Context: an optimization exercise on an open-source flow, tuned for small area, a short achievable clock period and few clock cycles per item. The choices shown serve that exercise and are no tape-out recipe. The RTL was checked by simulation tests, not by an equivalence proof against the original design.

===== design/flow/flow/run.sh =====
#!/bin/bash
# The standard layout, with the port buffers that buffer_ports inserts made
# from the smallest buffer (sky130_fd_sc_hd__buf_1) instead of its default
# delay buffer. Every port still gets its own buffer; repair_design resizes
# them where a load needs more drive. make's full output goes to flow.log.
set -euo pipefail
export BUFFER_PORTS_ARGS="-buffer_cell sky130_fd_sc_hd__buf_1"
bash standard.sh > flow.log 2>&1

===== design/flow/standard.sh =====
#!/bin/bash
# synth_recipe.tcl (not shown) runs the flow's synth.tcl, then flattens the netlist and writes it again
# the make line also repeats each setting of config.mk as NAME=value (left out here)
make -C /OpenROAD-flow-scripts/flow DESIGN_CONFIG=/design/flow/config.mk WORK_HOME=/design/flow/orfs CLKGATE_MAP_FILE= SYNTH_SCRIPT=/design/flow/synth_recipe.tcl "${@:-finish}"

===== design/flow/config.mk =====
export PLATFORM = sky130hd
export DESIGN_NAME = chacha_core
export DESIGN_NICKNAME = chacha_core
export VERILOG_FILES = /design/flow/design.v
export SDC_FILE = /design/flow/constraint.sdc
export NUM_CORES = 4
export LEC_CHECK = 0
export ABC_AREA = 1
export CAP_MARGIN = 20
export CORE_MARGIN = 2
export CORE_UTILIZATION = 35
export PLACE_DENSITY = 0.55
export SLEW_MARGIN = 20

===== design/flow/constraint.sdc =====
create_clock -name core_clock -period 13.0 [get_ports {clk}]
set_input_delay 2.6000 -clock core_clock [delete_from_list [all_inputs] [get_ports {clk}]]
set_output_delay 2.6000 -clock core_clock [all_outputs]
set_load 0.01 [all_outputs]

===== design/flow/design.v =====
`timescale 1ns/1ns
`default_nettype none
module chacha_qr_head (
  input  wire  [127:0] in,
  output logic [127:0] out
);
  logic [31:0] a;
  logic [31:0] b;
  logic [31:0] c;
  logic [31:0] d;
  logic [31:0] a1;
  logic [31:0] d1;
  logic [31:0] c2;
  logic [31:0] b2;
  assign a = in[127:96];
  assign b = in[95:64];
  assign c = in[63:32];
  assign d = in[31:0];
  chacha_add #(.ARCH(0)) u_add1 (.a(a), .b(b), .s(a1));     
  assign d1 = {d[15:0] ^ a1[15:0], d[31:16] ^ a1[31:16]};         
  chacha_add #(.ARCH(0)) u_add2 (.a(c), .b(d1), .s(c2));    
  assign b2 = {b[19:0] ^ c2[19:0], b[31:20] ^ c2[31:20]};         
  assign out = {a1, b2, c2, d1};
endmodule
module chacha_qr_tail (
  input  wire  [127:0] in,
  output logic [127:0] out
);
  logic [31:0] a;
  logic [31:0] b;
  logic [31:0] c;
  logic [31:0] d;
  logic [31:0] a3;
  logic [31:0] d3;
  logic [31:0] c4;
  logic [31:0] b4;
  assign a = in[127:96];
  assign b = in[95:64];
  assign c = in[63:32];
  assign d = in[31:0];
  chacha_add #(.ARCH(0)) u_add3 (.a(a), .b(b), .s(a3));     
  assign d3 = {d[23:0] ^ a3[23:0], d[31:24] ^ a3[31:24]};         
  chacha_add #(.ARCH(0)) u_add4 (.a(c), .b(d3), .s(c4));    
  assign b4 = {b[24:0] ^ c4[24:0], b[31:25] ^ c4[31:25]};         
  assign out = {a3, b4, c4, d3};
endmodule
`default_nettype wire
module chacha_add #(
  parameter int ARCH = 0
) (
  input  wire  [31:0] a,
  input  wire  [31:0] b,
  output logic [31:0] s
);
  logic [31:0] g0;
  logic [31:0] p0;
  logic [31:0] gl [6];                        
  logic [31:0] pl [6];                        
  logic [31:0] gc;                            
  assign g0 = a & b;
  assign p0 = a ^ b;
  always_comb
  begin
    gl[0] = g0;
    pl[0] = p0;
    for (int l = 0; l < 5; l++)
    begin
      gl[l + 1] = gl[l];
      pl[l + 1] = pl[l];
      for (int i = 0; i < 32; i++)
      begin
        int j;
        j = -1;
        if (ARCH == 0)
        begin
          if ((i >> l) & 1)
            j = ((i >> l) << l) - 1;
        end
        else if (ARCH == 2)
        begin
          if (i >= (1 << l))
            j = i - (1 << l);
        end
        else if (ARCH == 3)
        begin
          if ((i % 2 == 1) && i >= (1 << l))
            j = i - (1 << l);
        end
        if (j >= 0)
        begin
          gl[l + 1][i] = gl[l][i] | (pl[l][i] & gl[l][j]);
          pl[l + 1][i] = pl[l][i] & pl[l][j];
        end
      end
    end
    gc = gl[5];
    if (ARCH == 3)
      for (int i = 2; i < 32; i += 2)
        gc[i] = gl[5][i] | (pl[5][i] & gl[5][i - 1]);
    if (ARCH == 4)
    begin
      gc[0] = g0[0];
      for (int i = 1; i < 32; i++)
        gc[i] = g0[i] | (p0[i] & gc[i - 1]);
    end
    if (ARCH == 1)
    begin
      logic [31:0] g;
      logic [31:0] p;
      g = g0;
      p = p0;
      for (int l = 0; l < 5; l++)
        for (int i = 0; i < 32; i++)
          if (((i + 1) % (2 << l)) == 0)
          begin
            g[i] = g[i] | (p[i] & g[i - (1 << l)]);
            p[i] = p[i] & p[i - (1 << l)];
          end
      for (int l = 3; l >= 0; l--)
        for (int i = 0; i < 32; i++)
          if (((i + 1) % (2 << l)) == (1 << l) && i >= (2 << l))
          begin
            g[i] = g[i] | (p[i] & g[i - (1 << l)]);
            p[i] = p[i] & p[i - (1 << l)];
          end
      gc = g;
    end
  end
  if (ARCH == 5)
    assign s = a + b;
  else
    assign s = p0 ^ {gc[30:0], 1'b0};
endmodule
`timescale 1ns/1ns
`default_nettype none
module chacha_block_setup (
  input  wire          clk,
  input  wire  [383:0] cfg,
  input  wire          ctr_set,
  input  wire          ctr_inc,
  input  wire          sel_cfg,              
  output logic [511:0] init_state,
  output logic [511:0] new_state
);
  localparam logic [31:0] SIGMA0 = 32'h61707865;    
  localparam logic [31:0] SIGMA1 = 32'h3320646e;
  localparam logic [31:0] SIGMA2 = 32'h79622d32;
  localparam logic [31:0] SIGMA3 = 32'h6b206574;
  logic [255:0] key_q;                        
  logic [95:0]  nonce_q;                      
  logic [31:0]  block_ctr;                    
  logic [31:0]  ctr_plus;                     
  function automatic logic [31:0] byte_swap(input logic [31:0] w);
    byte_swap = {w[7:0], w[15:8], w[23:16], w[31:24]};
  endfunction
  assign ctr_plus = block_ctr + 32'd1;        
  always_ff @(posedge clk)
  begin
    if (ctr_set)
    begin
      key_q   <= cfg[383:128];                
      nonce_q <= cfg[127:32];
    end
  end
  always_ff @(posedge clk)
  begin
    if (ctr_set)
      block_ctr <= cfg[31:0];                 
    else if (ctr_inc)
      block_ctr <= ctr_plus;
  end
  always_comb
  begin
    init_state[31:0]    = SIGMA0;
    init_state[63:32]   = SIGMA1;
    init_state[95:64]   = SIGMA2;
    init_state[127:96]  = SIGMA3;
    for (int i = 0; i < 8; i++)
      init_state[32 * (4 + i) +: 32] = byte_swap(key_q[255 - 32 * i -: 32]);
    init_state[32 * 12 +: 32] = block_ctr;
    for (int j = 0; j < 3; j++)
      init_state[32 * (13 + j) +: 32] = byte_swap(nonce_q[95 - 32 * j -: 32]);
    new_state = init_state;
    if (!sel_cfg)
      new_state[32 * 12 +: 32] = ctr_plus;    
  end
endmodule
`default_nettype wire
`timescale 1ns/1ns
`default_nettype none
module chacha_round (
  input  wire          clk,
  input  wire          start,                 
  input  wire          busy,                  
  input  wire          last,                  
  input  wire  [511:0] new_state,             
  input  wire  [511:0] init_state,            
  input  wire  [511:0] data_in,
  output logic [511:0] data_out
);
  logic [511:0] work_state;
  logic [511:0] step_state;                   
  logic [511:0] head_in;
  logic [511:0] head_state;                   
  logic [511:0] final_state;                  
  logic [127:0] tail_qi [4];
  logic [127:0] tail_qo [4];
  logic [127:0] head_qi [4];
  logic [127:0] head_qo [4];
  always_comb
  begin
    for (int g = 0; g < 4; g++)
      for (int r = 0; r < 4; r++)
        tail_qi[g][127 - 32 * r -: 32] = work_state[32 * (4 * r + g) +: 32];
  end
  for (genvar g = 0; g < 4; g++)
  begin : g_tail
    chacha_qr_tail u_qr (
      .in  (tail_qi[g]),
      .out (tail_qo[g])
    );
  end
  always_comb
  begin
    for (int g = 0; g < 4; g++)
      for (int r = 0; r < 4; r++)
        step_state[32 * (4 * r + g) +: 32] = tail_qo[(r - g + 4) % 4][127 - 32 * r -: 32];
  end
  always_comb
  begin
    head_in = start ? new_state : step_state;
    if (busy && last)
      head_in[32 * 4 +: 128] = init_state[0 +: 128];
  end
  always_comb
  begin
    for (int g = 0; g < 4; g++)
      for (int r = 0; r < 4; r++)
        head_qi[g][127 - 32 * r -: 32] = head_in[32 * (4 * r + g) +: 32];
  end
  for (genvar g = 0; g < 4; g++)
  begin : g_head
    chacha_qr_head u_qr (
      .in  (head_qi[g]),
      .out (head_qo[g])
    );
  end
  always_comb
  begin
    for (int g = 0; g < 4; g++)
      for (int r = 0; r < 4; r++)
        head_state[32 * (4 * r + g) +: 32] = head_qo[g][127 - 32 * r -: 32];
  end
  chacha_finalize u_finalize (
    .init_state  (init_state),
    .work_state  (step_state),
    .sum_row0    (head_state[0 +: 128]),
    .data_in     (data_in),
    .final_state (final_state)
  );
  always_ff @(posedge clk)
  begin
    if (busy && last)
      work_state <= final_state;
    else if (start || busy)
      work_state <= head_state;
  end
  always_comb
  begin
    for (int i = 0; i < 16; i++)
      data_out[511 - 32 * i -: 32] = {work_state[32 * i +: 8], work_state[32 * i + 8 +: 8],
                                      work_state[32 * i + 16 +: 8], work_state[32 * i + 24 +: 8]};
  end
endmodule
`default_nettype wire
`timescale 1ns/1ns
`default_nettype none
module chacha_finalize (
  input  wire  [511:0] init_state,
  input  wire  [511:0] work_state,
  input  wire  [127:0] sum_row0,              
  input  wire  [511:0] data_in,
  output logic [511:0] final_state
);
  function automatic logic [31:0] byte_swap(input logic [31:0] w);
    byte_swap = {w[7:0], w[15:8], w[23:16], w[31:24]};
  endfunction
  for (genvar i = 0; i < 4; i++)
  begin : g_row0
    assign final_state[32 * i +: 32] = sum_row0[32 * i +: 32] ^ byte_swap(data_in[511 - 32 * i -: 32]);
  end
  for (genvar i = 4; i < 16; i++)
  begin : g_word
    logic [31:0] sum;
    chacha_add #(.ARCH(1)) u_add (.a(init_state[32 * i +: 32]), .b(work_state[32 * i +: 32]), .s(sum));
    assign final_state[32 * i +: 32] = sum ^ byte_swap(data_in[511 - 32 * i -: 32]);
  end
endmodule
`default_nettype wire
`timescale 1ns/1ns
`default_nettype none
module chacha_ctrl (
  input  wire        clk,
  input  wire        dr_ctr_rst,
  input  wire        init,
  input  wire        next,
  input  wire  [4:0] rounds,
  output logic       ctr_set,
  output logic       ctr_inc,
  output logic       start,
  output logic       busy,
  output logic       last,
  output logic       ready,
  output logic       data_out_valid
);
  logic [4:0] steps_left;                     
  logic       pending;                        
  assign ctr_set = !dr_ctr_rst && init && ready;                    
  assign ctr_inc = !dr_ctr_rst && next && !init && data_out_valid;
  assign start   = ctr_inc || pending;
  assign busy    = !ready && !pending;
  assign last    = (steps_left == 5'd0);
  always_ff @(posedge clk)
  begin
    if (start)
      steps_left <= {rounds[4:1], 1'b0} - 5'd1;    
    else if (busy)
      steps_left <= steps_left - 5'd1;
  end
  always_ff @(posedge clk)
  begin
    if (dr_ctr_rst)
      pending <= 1'b0;
    else
      pending <= ctr_set;
  end
  always_ff @(posedge clk)
  begin
    if (dr_ctr_rst)
    begin
      ready          <= 1'b1;
      data_out_valid <= 1'b0;
    end
    else if (ctr_set || ctr_inc)
    begin
      ready          <= 1'b0;                 
      data_out_valid <= 1'b0;
    end
    else if (busy && last)
    begin
      ready          <= 1'b1;                 
      data_out_valid <= 1'b1;
    end
  end
endmodule
`default_nettype wire
`timescale 1ns/1ns
`default_nettype none
module chacha_core (
  input  wire          clk,
  input  wire          dr_ctr_rst,
  input  wire          init,
  input  wire          next,
  input  wire  [383:0] cfg,
  input  wire  [4:0]   rounds,
  input  wire  [511:0] data_in,
  output wire          ready,
  output wire  [511:0] data_out,
  output wire          data_out_valid
);
  wire         ctr_set;
  wire         ctr_inc;
  wire         start;
  wire         busy;
  wire         last;
  wire [511:0] init_state;                    
  wire [511:0] new_state;                     
  chacha_ctrl u_ctrl (
    .clk            (clk),
    .dr_ctr_rst     (dr_ctr_rst),
    .init           (init),
    .next           (next),
    .rounds         (rounds),
    .ctr_set        (ctr_set),
    .ctr_inc        (ctr_inc),
    .start          (start),
    .busy           (busy),
    .last           (last),
    .ready          (ready),
    .data_out_valid (data_out_valid)
  );
  chacha_block_setup u_block_setup (
    .clk        (clk),
    .cfg        (cfg),
    .ctr_set    (ctr_set),
    .ctr_inc    (ctr_inc),
    .sel_cfg    (!ctr_inc),
    .init_state (init_state),
    .new_state  (new_state)
  );
  chacha_round u_round (
    .clk        (clk),
    .start      (start),
    .busy       (busy),
    .last       (last),
    .new_state  (new_state),
    .init_state (init_state),
    .data_in    (data_in),
    .data_out   (data_out)
  );
endmodule
`default_nettype wire

==> run summary, run 1 <==
worst skew pair latency 840 ps; die width 490 um; CP max-delay cell fa_1; Distinct cells, synth 69; GPL Wtd Cong 1.06; Setup CP Type flip-flop to flip-flop; Clk pin slew, worst setup/hold paths 60 ps; endpoint class of the critical path flip-flop; total global routing overflow 0; DR pass1 iterations 9; most frequent cells in the layout nand2_1, buf_1, inv_1; Finished Layout Cells 15,100; final setup vio count 0; Iter 0 DRT Violations 10,900; Hold Crit Class flip-flop to flip-flop; worst setup margin 682 ps; critical path fanouts, max 4; CTS tree yes; Clock Path Buffers 3; initial antenna violation count 50; Die Span Y 490 um; critical path launch point type flip-flop; Placed Cells 14,800; register bit total from synthesis 904; DRC viols 0; Setup TNS 0 ps; run status no timing/DRC/antenna violations; Synth Warn # 16; # rows 178; RSZ-0062 raised after global routing yes; drt wl/cell 36.5 um; reg2reg setup slack 680 ps; largest net degree at the start of global routing 137; Area after DPL 97,000 sq um; final hold vios 0; total die area 240,000 sq um; Multi-input gate area 50,600 sq um; Tcrit/Tclk final 94.8%; Final Max Tran Viols 0; Synth Area per Inst 8.48 sq um; Mapped Area 82,700 sq um; Syn Nets 11,800; hold buffer count at CTS 0; Tmin final 12,320 ps; max_cap viols 0; f_max 0.0812 GHz; Fillers 24,000; Final Util 43.3%; share of cells above drive strength 1 10.3%; Most used DFF post-synth edfxtp_1; Root Buffer clkbuf_16; first-pass GRT wire length 706,000 um; io pins 1,419; # clock sinks 904; Port Buffers 1,417; post-route ant nets 0; design area 102,000 sq um; GRT Overall Usage 44.3%; via count 82,900; post-synthesis async set-or-reset flop share 0%; Place WS 417 ps; EDFF count, synth 869; initial core utilization 35.2%; most common cell after layout, fill and taps aside nand2_1; register area 26,800 sq um; total CTS buffers 121; detailed placement HPWL 484,000 um; core area 235,000 sq um; Nets 13,800; CP dominant cell by count nand2_1; Worst EP arrival 12,900 ps; final WL 552,000 um; sequential share of the synthesized area 32.4%; Syn-to-layout area delta 23.2%; vias in the first global route 77,600; slew of the pin with the lowest slew margin 1260 ps; crit-path max cell delay 620 ps; Req. time, crit path 13,580 ps; Clock Skew 35.2 ps; relative slew slack 15.1%; drt via density 5.49; cells after synthesis 9,751; H-tree levels 3
## per-layer routing
layer / part of all wire (%) / wire length, um / up-vias / track usage (%)
met5: 0.022 / 119 / - / 0
met4: 9.9 / 54700 / 16 / 36.1
met3: 9.8 / 54100 / 1119 / 10.0
met2: 43 / 235000 / 5138 / 66.5
met1: 38 / 208000 / 40400 / 54.5
li1: - / - / 36200 / -
## flip-flops by register name, indices dropped and copies added (netlist names)
name and cells:
u_ctrl.data_out_valid 1, u_block_setup.key_q 256, u_round.work_state 512, u_ctrl.ready 1
u_ctrl.pending 1, u_block_setup.block_ctr 32, u_ctrl.steps_left 5, u_block_setup.nonce_q 96
## critical path, delay by kind of cell, from the launching register on
family                   cells  cell delay, ps
adder cells (fa/ha/maj)      8            3080
AO/OA/AOI/OAI                9            1480
XOR/XNOR                     5            1210
flip-flops                   1             430
buffers and inverters       14            1770
AND/OR/NAND/NOR             44            4060
## through the flow
step / hold WS, ps
2_1_floorplan: 493
3_3_place_gp: 495
3_5_place_dp: 509
4_1_cts: 520
5_1_grt: 565
6_report: 522
## logic make-up after synthesis
group                    synth area share (%)
flip-flops                               32.4
AND/OR/NAND/NOR                          17.6
AO/OA/AOI/OAI                            10.0
multiplexers                            0.339
buffers and inverters                    6.96
XOR/XNOR                                 13.6
adder cells (fa/ha/maj)                  19.1
## cells in the mapped netlist (all sizes together), types with 45 or more instances
master / n / area [sq um]
nand2: 2279 / 8640
inv: 1316 / 4940
edfxtp: 869 / 26100
ha: 831 / 10400
xor2: 664 / 5840
o21ai: 630 / 3200
xnor2: 614 / 5380
nor2: 469 / 1780
a21oi: 443 / 2250
nand3: 393 / 2040
fa: 271 / 5430
clkbuf: 166 / 623
or2: 131 / 820
nor3: 92 / 538
o21a: 53 / 398
a21o: 50 / 378
o211ai: 47 / 353
a31oi: 46 / 300
buf: 45 / 189
## what timing repair did
item                                    CTS  global route
gates resized for setup                   0            59
endpoints found under the setup margin    0           134
buffers inserted                          0             9
## final timing paths
kind	from	end	cells past startpoint
worst min-delay path	u_ctrl.data_out_valid$_SDFFE_PP0P_	u_ctrl.data_out_valid$_SDFFE_PP0P_	2
worst max register to register	u_round.work_state[224]$_DFFE_PP_	u_round.work_state[200]$_DFFE_PP_	80
worst min register to register	u_ctrl.data_out_valid$_SDFFE_PP0P_	u_ctrl.data_out_valid$_SDFFE_PP0P_	2
worst max-delay path	u_round.work_state[224]$_DFFE_PP_	u_round.work_state[200]$_DFFE_PP_	80
## layout make-up
type | instances | area share (%)
clock buffers | 129 | 3.03
diodes | 21 | 0.0516
clock inverters | 102 | 1.26
inverters | 1317 | 4.87
repair buffers | 2164 | 10.9
flip-flops and latches | 904 | 26.3
well taps | 3150 | 3.87
multi-input cells | 7319 | 49.7
Testbench counts, summed over its fixed seeds: cycles 5,913, blocks 369.
==> inputs of run 2 (changes only) <==
--- a/design/flow/config.mk
+++ b/design/flow/config.mk
@@ -12,2 +12,3 @@
 export PLACE_DENSITY = 0.55
+export SETUP_SLACK_MARGIN = 1.5
 export SLEW_MARGIN = 20
==> run 2 against run 1 <==
Against the previous run:
- design area increased by 3.6%
- still clean on timing, DRC and antenna
- final cell count increased by 1.3%
- setup slack improved by 1000 ps
- flip-flop and latch count unchanged
- critical path type unchanged
- global-route usage increased by 0.22 points
- synthesized cell count unchanged
- clock skew decreased by 1.5 ps
- routed wire length increased by 0.74%
==> run summary, run 2 <==
Req. time, crit path 13,550 ps; run status no timing/DRC/antenna violations; # clock sinks 904; Worst setup startpoint u_round.work_state[242]$_DFFE_PP_; Setup TNS 0 ps; Root Buffer clkbuf_16; Nets 14,000; most frequent cells after synthesis nand2_1, inv_1, edfxtp_1; total die area 240,000 sq um; GPL Wtd Cong 1.06; critical path launch point type flip-flop; hold_sp u_ctrl.data_out_valid$_SDFFE_PP0P_; Setup CP Type flip-flop to flip-flop; Clock Skew 33.7 ps; max_cap viols 0; hold buffer count at CTS 0; top-count cell post-synth nand2_1; Iter 0 DRT Violations 10,800; worst r2r src u_round.work_state[242]$_DFFE_PP_; share of cells above drive strength 1 15.2%; f_max 0.0885 GHz; # rows 178; slew of the pin with the lowest slew margin 1310 ps; H-tree levels 3; Synth Warn # 16; Fillers 23,800; worst skew pair latency 840 ps; post-route ant nets 0; total CTS buffers 121; drt via density 5.50; Top reg by flops u_round.work_state; R2R cell count 62; final setup vio count 0; crit-path max cell delay 650 ps; drt wl/cell 36.3 um; leading area contributor after synthesis edfxtp_1; via count 84,200; Largest register FFs 512; Hold Crit Class flip-flop to flip-flop; final hold vios 0; io pins 1,419; CP dominant cell by count nand2_2; Tcrit/Tclk final 86.9%; register bit total from synthesis 904; largest net degree at the start of global routing 137; synth top area cells edfxtp_1, ha_1, nand2_1; EDFF count, synth 869; relative slew slack 12.3%; Most used DFF post-synth edfxtp_1; first-pass GRT wire length 710,000 um; DR pass1 iterations 6; DRC viols 0; Syn-to-layout area delta 27.6%; reg2reg setup slack 1710 ps; post-synthesis async set-or-reset flop share 0%; Final Max Tran Viols 0; Clock Path Buffers 3; CP max-delay cell xnor2_1; cells after synthesis 9,751; Synth Area per Inst 8.48 sq um; GRT Overall Usage 44.6%; endpoint class of the critical path flip-flop; core area 235,000 sq um; top flop regs u_round.work_state x512, u_block_setup.key_q x256, u_block_setup.nonce_q x96; Tmin final 11,290 ps; Reg2Reg Capture Point u_round.work_state[221]$_DFFE_PP_; Die Span Y 490 um; most frequent cells in the layout nand2_1, buf_1, inv_1; most common cell after layout, fill and taps aside nand2_1; CTS tree yes; Mapped Area 82,700 sq um; detailed placement HPWL 484,000 um; final WL 556,000 um; Yosys top cell area share 31.6%; Port Buffers 1,417; Clk pin slew, worst setup/hold paths 60 ps; initial core utilization 35.2%; RSZ-0062 raised after global routing yes; initial antenna violation count 51; die width 490 um; Worst EP arrival 11,840 ps; sequential share of the synthesized area 32.4%; total global routing overflow 0; Syn Nets 11,800; critical path fanouts, max 4; vias in the first global route 78,600; Distinct cells, synth 69; hold depth 2; hold endpoint u_ctrl.data_out_valid$_SDFFE_PP0P_
==> run 2: cell count changes in the layout (fill, tap and decap cells not counted), sizes merged <==
cell      delta
diode        -7
clkinvlp     +2
clkinv       +2
buf        +208
inv          -4
==> run 2: metal layers <==
layer  share of wire [%]  vias to the layer above  GRT usage (%)
met4                  10                       20           37.0
met1                  38                    41200           54.7
li1                    -                    36600              -
met5               0.021                        -              0
met2                  42                     5221           66.7
met3                 9.6                     1192           9.94
==> run 2: kinds of logic (layout without fill, tap and decap cells) <==
kind of cell               count (synthesis)  count (layout)  synth area share [%]
buffers and inverters                   1528            3920                  6.96
other                                      0              14                     0
AOI/OAI and AO/OA                       1442            1442                  10.0
DFF                                      904             904                  32.4
muxes                                     28              28                 0.339
xor gates and xnor gates                1278            1278                  13.6
and+or+nand+nor                         3469            3469                  17.6
adders and majority gates               1102            1102                  19.1
==> run 2: critical path: cells and delay by family, from the launching register on <==
family	cells	cell delay, ps
AOI/OAI and AO/OA	10	2160
xor gates and xnor gates	4	1120
adders and majority gates	8	3170
buffers and inverters	10	1240
DFF	1	600
and+or+nand+nor	30	2670
==> run 2: final cells by class <==
type	count	area, sq um	area share, %
clock inverter	102	1280	1.21
antenna	14	35.0	0.0332
sequential	904	26800	25.4
tap	3150	3940	3.74
timing repair buffer	2372	12800	12.1
inverter	1317	4990	4.73
clock buffer	129	3090	2.93
multi-input combinational	7319	52600	49.9
==> run 2: through the flow <==
step	cells	area [sq um]	util, %	hold WS, ps	setup WS (ps)
global route	15300	105000	44.8	565	1340
global placement	14800	97000	41.3	495	458
floorplan	9751	82700	-	493	1820
finish	15300	105000	44.8	521	1710
CTS	15200	103000	43.9	520	1500
detailed placement	14800	97000	41.3	509	417
==> run 2: how the worst max path moves through the flow <==
stage / cells past startpoint / end / slack [ps]
final: 62 / u_round.work_state[221]$_DFFE_PP_ / 1710
after detailed placement: 88 / u_round.work_state[351]$_DFFE_PP_ / 420
after global placement: 88 / u_round.work_state[157]$_DFFE_PP_ / 460
after global routing: 81 / u_round.work_state[221]$_DFFE_PP_ / 1340
after CTS: 88 / u_round.work_state[157]$_DFFE_PP_ / 1500
after floorplan: 10 / u_round.work_state[0]$_DFFE_PP_ / 1820
==> run 2: repair_timing <==
item / CTS / global route
pin swaps: 91 / 205
cloned: 0 / 0
setup endpoints to repair: 175 / 183
resized for setup: 185 / 399
buffers inserted: 136 / 81
==> inputs of run 3 (changes only) <==
--- a/design/flow/config.mk
+++ b/design/flow/config.mk
@@ -12,3 +12,3 @@
 export PLACE_DENSITY = 0.55
-export SETUP_SLACK_MARGIN = 1.5
+export SETUP_SLACK_MARGIN = 1.0
 export SLEW_MARGIN = 20
==> run 3 against run 2 <==
Against the previous run:
- clock skew about the same
- sequential share of layout area is 0.54 points higher
- still clean
- non-clock buffer count decreased by 145
- highest routed layer unchanged
==> run summary, run 3 <==
run status no timing/DRC/antenna violations; most frequent cells after synthesis nand2_1, inv_1, edfxtp_1; most frequent cells in the layout nand2_1, buf_1, inv_1; Tmin final 11,640 ps; crit-path max cell delay 640 ps; Hold Crit Class flip-flop to flip-flop; Setup CP Type flip-flop to flip-flop; share of cells above drive strength 1 12.6%; Port Buffers 1,417; worst skew pair latency 840 ps; Iter 0 DRT Violations 11,100; io pins 1,419; # rows 178; Clk pin slew, worst setup/hold paths 70 ps; Syn Nets 11,800; via count 83,500; Yosys top cell area share 31.6%; final WL 554,000 um; Final Max Tran Viols 0; f_max 0.0859 GHz; cells after synthesis 9,751; CP dominant cell by count nand2_2; largest net degree at the start of global routing 137; EDFF count, synth 869; Clock Path Buffers 3; Tcrit/Tclk final 89.5%; Synth Area per Inst 8.48 sq um; Multi-input gate area 51,500 sq um; DRC viols 0; H-tree levels 3; Req. time, crit path 13,580 ps; post-route ant nets 0; slew of the pin with the lowest slew margin 1300 ps; core area 235,000 sq um; Clock Skew 34.1 ps; max_cap viols 0; GPL Wtd Cong 1.06; Top reg by flops u_round.work_state; Die Span Y 490 um; top flop regs u_round.work_state x512, u_block_setup.key_q x256, u_block_setup.nonce_q x96; Most used DFF post-synth edfxtp_1; hold buffer count at CTS 0; vias in the first global route 77,800; Setup TNS 0 ps; endpoint class of the critical path flip-flop; total global routing overflow 0; Buf/Inv on CP 12; CP max-delay cell fa_1; Synth Warn # 16; first-pass GRT wire length 706,000 um; CP top delay family simple AND/OR/NAND/NOR gates; relative slew slack 12.7%; register area 26,800 sq um; drt wl/cell 36.5 um; RSZ-0062 raised after global routing yes; top-count cell post-synth nand2_1; Root Buffer clkbuf_16; DR pass1 iterations 7; register bit total from synthesis 904; Nets 13,900; reg2reg setup slack 1360 ps; GRT Overall Usage 44.4%; initial antenna violation count 53; post-synthesis async set-or-reset flop share 0%; initial core utilization 35.2%; synth top area cells edfxtp_1, ha_1, nand2_1; Mapped Area 82,700 sq um; critical path launch point type flip-flop; # clock sinks 904; Fillers 24,000; Syn-to-layout area delta 24.9%; CTS tree yes; final hold vios 0; detailed placement HPWL 484,000 um; critical path fanouts, max 4; Final Util 43.9%; most common cell after layout, fill and taps aside nand2_1; sequential share of the synthesized area 32.4%; Worst EP arrival 12,210 ps; Distinct cells, synth 69; drt via density 5.51; Largest register FFs 512; final setup vio count 0; total die area 240,000 sq um; leading area contributor after synthesis edfxtp_1; total CTS buffers 121; die width 490 um
-- run 3: cell counts after synthesis --
Identical to the previous run, type by type.
-- run 3: kinds of logic after synthesis --
family,synth area share [%]
and+or+nand+nor,17.6
adders and majority gates,19.1
AOI/OAI and AO/OA,10.0
DFF,32.4
xor gates and xnor gates,13.6
buffers and inverters,6.96
muxes,0.339
-- run 3: what timing repair did --
| action | CTS | global route |
|---|---|---|
| setup endpoints to repair | 128 | 179 |
| pin swaps | 12 | 126 |
| setup buffers | 10 | 62 |
| gates resized for setup | 53 | 266 |
| gates cloned | 0 | 0 |
-- run 3: cell type report --
class                           count  area share (%)
Clock inverter                    102            1.24
Multi-Input combinational cell   7319            49.9
Inverter                         1317            4.81
Timing Repair Buffer             2227            11.3
Antenna cell                       16          0.0388
Tap cell                         3150            3.82
Sequential cell                   904            25.9
Clock buffer                      129            2.99
-- run 3: through the flow --
step / instances / hold slack [ps] / setup WS [ps] / instance area (sq um)
finish: 15200 / 519 / 1360 / 103000
detailed placement: 14800 / 509 / 417 / 97000
global placement: 14800 / 495 / 458 / 97000
CTS: 15100 / 520 / 981 / 102000
floorplan: 9751 / 493 / 1820 / 82700
global route: 15200 / 565 / 874 / 103000
-- run 3: worst paths after layout --
path	cells after the start	from	to
setup / recovery	78	u_round.work_state[224]$_DFFE_PP_	u_round.work_state[197]$_DFFE_PP_
hold / removal	2	u_ctrl.data_out_valid$_SDFFE_PP0P_	u_ctrl.data_out_valid$_SDFFE_PP0P_
setup reg to reg	78	u_round.work_state[224]$_DFFE_PP_	u_round.work_state[197]$_DFFE_PP_
hold reg to reg	2	u_ctrl.data_out_valid$_SDFFE_PP0P_	u_ctrl.data_out_valid$_SDFFE_PP0P_
-- run 3: worst register-to-register path, delay by kind of cell (launching register included) --
family | cells | cell delay [ps]
adders and majority gates | 7 | 2560
buffers and inverters | 12 | 1520
DFF | 1 | 430
AOI/OAI and AO/OA | 9 | 1550
xor gates and xnor gates | 5 | 1450
and+or+nand+nor | 45 | 3880
-- run 3: per-layer routing --
metal | wire (um) | part of all wire (%) | GRT usage [%] | vias to the layer above
met4 | 55600 | 10 | 36.3 | 20
li1 | - | - | - | 36400
met3 | 53100 | 9.6 | 9.87 | 1159
met5 | 124 | 0.022 | 0 | -
met1 | 210000 | 38 | 54.5 | 40700
met2 | 235000 | 42 | 66.5 | 5257

==> re-timing with driven ports <==
In the flow no input, the clock included, has a driving cell. The finished layouts below were timed again as built, in two steps. Step 1, drivers: a clkbuf_16 drives clk and a buf_2 each remaining input, both assumed. Step 2 adds t to the input delays and takes it off the output delays; t is the mean of the earliest and latest rising clock arrival at the registers after step 1. Input paths then give back, and output paths get back, about the clock's delay inside the block. Slacks: ideal / step 1 / step 2; pairs: ideal / step 1.
run	t, ns	slack for setup (ns)	hold WS [ns]	cell pins on the clock port's net
run 1	0.937	0.682 / 0.682 / 0.682	0.522 / 0.522 / 0.522	1
run 2	0.936	1.706 / 1.706 / 1.706	0.521 / 0.521 / 0.521	1
run 3	0.939	1.362 / 1.362 / 1.362	0.519 / 0.519 / 0.519	1
After both steps setup and hold are still met in every run listed.
